This design comes from an exercise in tuning for small area on the open sky130 flow, not from production work. In this exercise RTL edits were held to simulation tests only and were not proved equivalent to the original. Power and IR drop assume default switching activity.

before:
## button_scan_holdoff_debounce_core
module button_scan_holdoff_debounce_core #(
  parameter int NUM_BUTTONS = 16
) (
  input  wire logic                         clk,
  input  wire logic                         rst_n,
  input  wire logic                         cfg_we,
  input  wire logic [bshd_pkg::HOLD_W-1:0]  cfg_wdata,
  input  wire logic                         in_tvalid,
  output logic                              in_tready,
  input  wire logic [bshd_pkg::TDATA_W-1:0] in_tdata,
  input  wire logic                         in_tuser,
  output logic                              out_tvalid,
  input  wire logic                         out_tready,
  output logic [bshd_pkg::TDATA_W-1:0]      out_tdata
);
  localparam int AW = 17;
  logic [AW-1:0]  cnt_r;
  logic [AW-1:0]  ts_r [16];
  logic [15:0]    level_r;
  logic [15:0]    hold_r;
  logic           ev_valid_r;
  logic [4:0]     ev_r;
  logic           acc, tick, samp;
  logic [3:0]     sel;
  logic [AW-1:0]  age;
  logic           fire, scrub, ts_we;
  logic [AW-1:0]  ts_wdata;
  assign in_tready = !ev_valid_r || out_tready;
  assign acc  = in_tvalid && in_tready;
  assign tick = acc && !in_tuser;
  assign samp = acc && in_tuser;
  assign sel   = in_tuser ? in_tdata[3:0] : cnt_r[3:0];
  assign age   = cnt_r - ts_r[sel];
  assign fire  = samp && (age >= {1'b0, hold_r}) && (level_r[sel] != in_tdata[4]);
  assign scrub = tick && age[AW-1];
  assign ts_we = fire || scrub;
  assign ts_wdata = rst_n ? {cnt_r[AW-1] ^ !in_tuser, cnt_r[AW-2:0]} : '0;
  always_ff @(posedge clk) begin
    if (!rst_n) begin
      cnt_r      <= '0;
      level_r    <= '0;
      hold_r     <= bshd_pkg::HOLDOFF_RESET;
      ev_valid_r <= 1'b0;
    end else begin
      if (tick) cnt_r <= cnt_r + 1'b1;
      if (fire) level_r[sel] <= in_tdata[4];
      if (cfg_we) hold_r <= cfg_wdata;
      if (fire) ev_valid_r <= 1'b1;
      else if (out_tready) ev_valid_r <= 1'b0;
    end
  end
  always_ff @(posedge clk) begin
    for (int i = 0; i < 16; i++) begin
      if (!rst_n || (ts_we && sel == 4'(i))) ts_r[i] <= ts_wdata;
    end
  end
  ...
Size: about 990 cells after synthesis, roughly 330 flip-flops, ~14,000 sq um of cells after synthesis.
Settings: LEC_CHECK=0, CAP_MARGIN=0, CORE_MARGIN=2, CORE_UTILIZATION=65, PLACE_DENSITY=0.8, SLEW_MARGIN=0; clock period 12.0 ns.
standard.sh (not shown) runs the stock make flow with config.mk's settings and CLKGATE_MAP_FILE= SYNTH_SCRIPT=/design/flow/synth_recipe.tcl, a recipe that flattens the netlist after the stock synthesis.
==> flow/flow/run.sh <==
#!/bin/bash
# Standard ORFS layout, with two changes passed to its scripts:
#  - ports are buffered with the smallest buffer (buf_1) instead of the default choice;
#  - clock tree synthesis inserts no dummy loads and uses clkbuf_8 clusters.
set -euo pipefail
export BUFFER_PORTS_ARGS="-buffer_cell sky130_fd_sc_hd__buf_1"
export CTS_ARGS="-sink_clustering_enable -repair_clock_nets -dont_use_dummy_load -buf_list sky130_fd_sc_hd__clkbuf_8 -sink_clustering_size 20 -sink_clustering_max_diameter 60"
bash standard.sh > standard_flow.log 2>&1
before ran to completion and came out clean on the timing, DRC and antenna checks.
The inputs of after differ from those of before as listed below.
==> flow/run.sh (new file) <==
#!/bin/bash
# synth_recipe.tcl (not shown) runs the flow's synth.tcl, then flattens the netlist and writes it again
# the make line also repeats each setting of config.mk as NAME=value (left out here)
make -C /OpenROAD-flow-scripts/flow DESIGN_CONFIG=/design/flow/config.mk WORK_HOME=/design/flow/orfs CLKGATE_MAP_FILE= SYNTH_SCRIPT=/design/flow/synth_recipe.tcl finish
diff --git a/flow/config.mk b/flow/config.mk
--- a/flow/config.mk
+++ b/flow/config.mk
@@ -8 +8 @@
-export CAP_MARGIN = 0
+export CAP_MARGIN = 20
@@ -10,3 +10,2 @@
-export CORE_UTILIZATION = 65
-export PLACE_DENSITY = 0.8
-export SLEW_MARGIN = 0
+export CORE_UTILIZATION = 40
+export SLEW_MARGIN = 20
removed: flow/flow/run.sh
removed: flow/standard.sh
[summary]
Internal cell power on after is behind before. Diff after and before: number of ordinary and repair buffers in the finished layout higher in after. Looking at sequential share of layout area across after and before, the one that comes out higher is before. Between after and before, it is after whose setup slack is lower, by 0.22 ns.

Starting RTL as in the previous note.
export LEC_CHECK = 0
export CAP_MARGIN = 20
export CORE_MARGIN = 2
export CORE_UTILIZATION = 65
export SLEW_MARGIN = 20
create_clock -name core_clock -period 12.0 [get_ports {clk}]
run.sh (not shown) runs the stock make flow with config.mk's settings and CLKGATE_MAP_FILE= SYNTH_SCRIPT=/design/flow/synth_recipe.tcl, a recipe that flattens the netlist after the stock synthesis.
Stock flow here: none of the scripts above is used.
Next try:
==> flow/flow/run.sh (new file) <==
#!/bin/bash
# Standard ORFS layout, with three changes passed to its scripts:
#  - ports are buffered with the smallest buffer (buf_1) instead of the default choice;
#  - placement-stage repair may not use buffers larger than buf_2;
#  - clock tree synthesis inserts no dummy loads and uses clkbuf_8 clusters.
set -euo pipefail
export BUFFER_PORTS_ARGS="-buffer_cell sky130_fd_sc_hd__buf_1"
export PRE_GLOBAL_PLACE_TCL="$PWD/flow/small_bufs.tcl"
export PRE_RESIZE_TCL="$PWD/flow/small_bufs.tcl"
export CTS_ARGS="-sink_clustering_enable -repair_clock_nets -dont_use_dummy_load -buf_list sky130_fd_sc_hd__clkbuf_8 -sink_clustering_size 20 -sink_clustering_max_diameter 60"
bash standard.sh > standard_flow.log 2>&1
==> flow/flow/small_bufs.tcl (new file) <==
# Keep placement-stage repair from using the large buffers: it then fixes slew
# with the small ones or by sizing the driver.
set_dont_use {sky130_fd_sc_hd__buf_4 sky130_fd_sc_hd__buf_6 sky130_fd_sc_hd__buf_8 sky130_fd_sc_hd__buf_12 sky130_fd_sc_hd__buf_16 sky130_fd_sc_hd__bufbuf_8 sky130_fd_sc_hd__bufbuf_16}
==> flow/standard.sh (new file) <==
#!/bin/bash
# synth_recipe.tcl (not shown) runs the flow's synth.tcl, then flattens the netlist and writes it again
# the make line also repeats each setting of config.mk as NAME=value (left out here)
make -C /OpenROAD-flow-scripts/flow DESIGN_CONFIG=/design/flow/config.mk WORK_HOME=/design/flow/orfs CLKGATE_MAP_FILE= SYNTH_SCRIPT=/design/flow/synth_recipe.tcl "${@:-finish}"
--- a/flow/config.mk
+++ b/flow/config.mk
@@ -7,5 +7,5 @@
 export LEC_CHECK = 0
-export CAP_MARGIN = 20
+export CAP_MARGIN = 0
 export CORE_MARGIN = 2
 export CORE_UTILIZATION = 65
-export SLEW_MARGIN = 20
+export SLEW_MARGIN = 0
removed: flow/run.sh
The changed run produced a clean layout.
Routed wire length came out lower by 2.3%.
Cell area came out lower by 6.7%.
Power came out lower by 20%.
Core utilization came out lower by 5.1 points.
Setup slack is worse by 350 ps.
Clock power came out lower by 50%.
Clock skew came out higher by 88 ps.
Final cell count came out lower by 3.0%.
Via count came out lower by 3.0%.

[re-timing with driven ports]
In the flow no input, the clock included, has a driving cell. The finished layouts below were timed again as built, in two steps.
Step 1 (the two cells are an assumption about what drives the block):
set clk [get_ports {clk}]
set_driving_cell -lib_cell sky130_fd_sc_hd__clkbuf_16 $clk
set_driving_cell -lib_cell sky130_fd_sc_hd__buf_2 [delete_from_list [all_inputs] $clk]
Step 2 times the ports against the registers' clock, not the clock port: input delays grow and output delays shrink by t, the midpoint of the rising clock arrivals with the driver on.
Three values: no drivers, after step 1, after step 2; two values: the first two.
run | t, ns | setup slack, ns | hold slack, ns
before | 0.592 | 1.902 / 1.918 / 1.326 | 0.459 / 0.459 / 0.459
after | 0.577 | 1.681 / 1.708 / 1.131 | 0.457 / 0.457 / 0.457
the first run of note 2 | 0.563 | 1.844 / 1.857 / 1.294 | 0.460 / 0.460 / 0.460
the second run of note 2 | 0.607 | 1.492 / 1.507 / 0.900 | 0.463 / 0.463 / 0.463
After both steps every run listed still meets setup and hold. The setup slack of the second run of note 2, which loses most, moves by +0.015 ns with the drivers and by -0.592 ns with both steps.
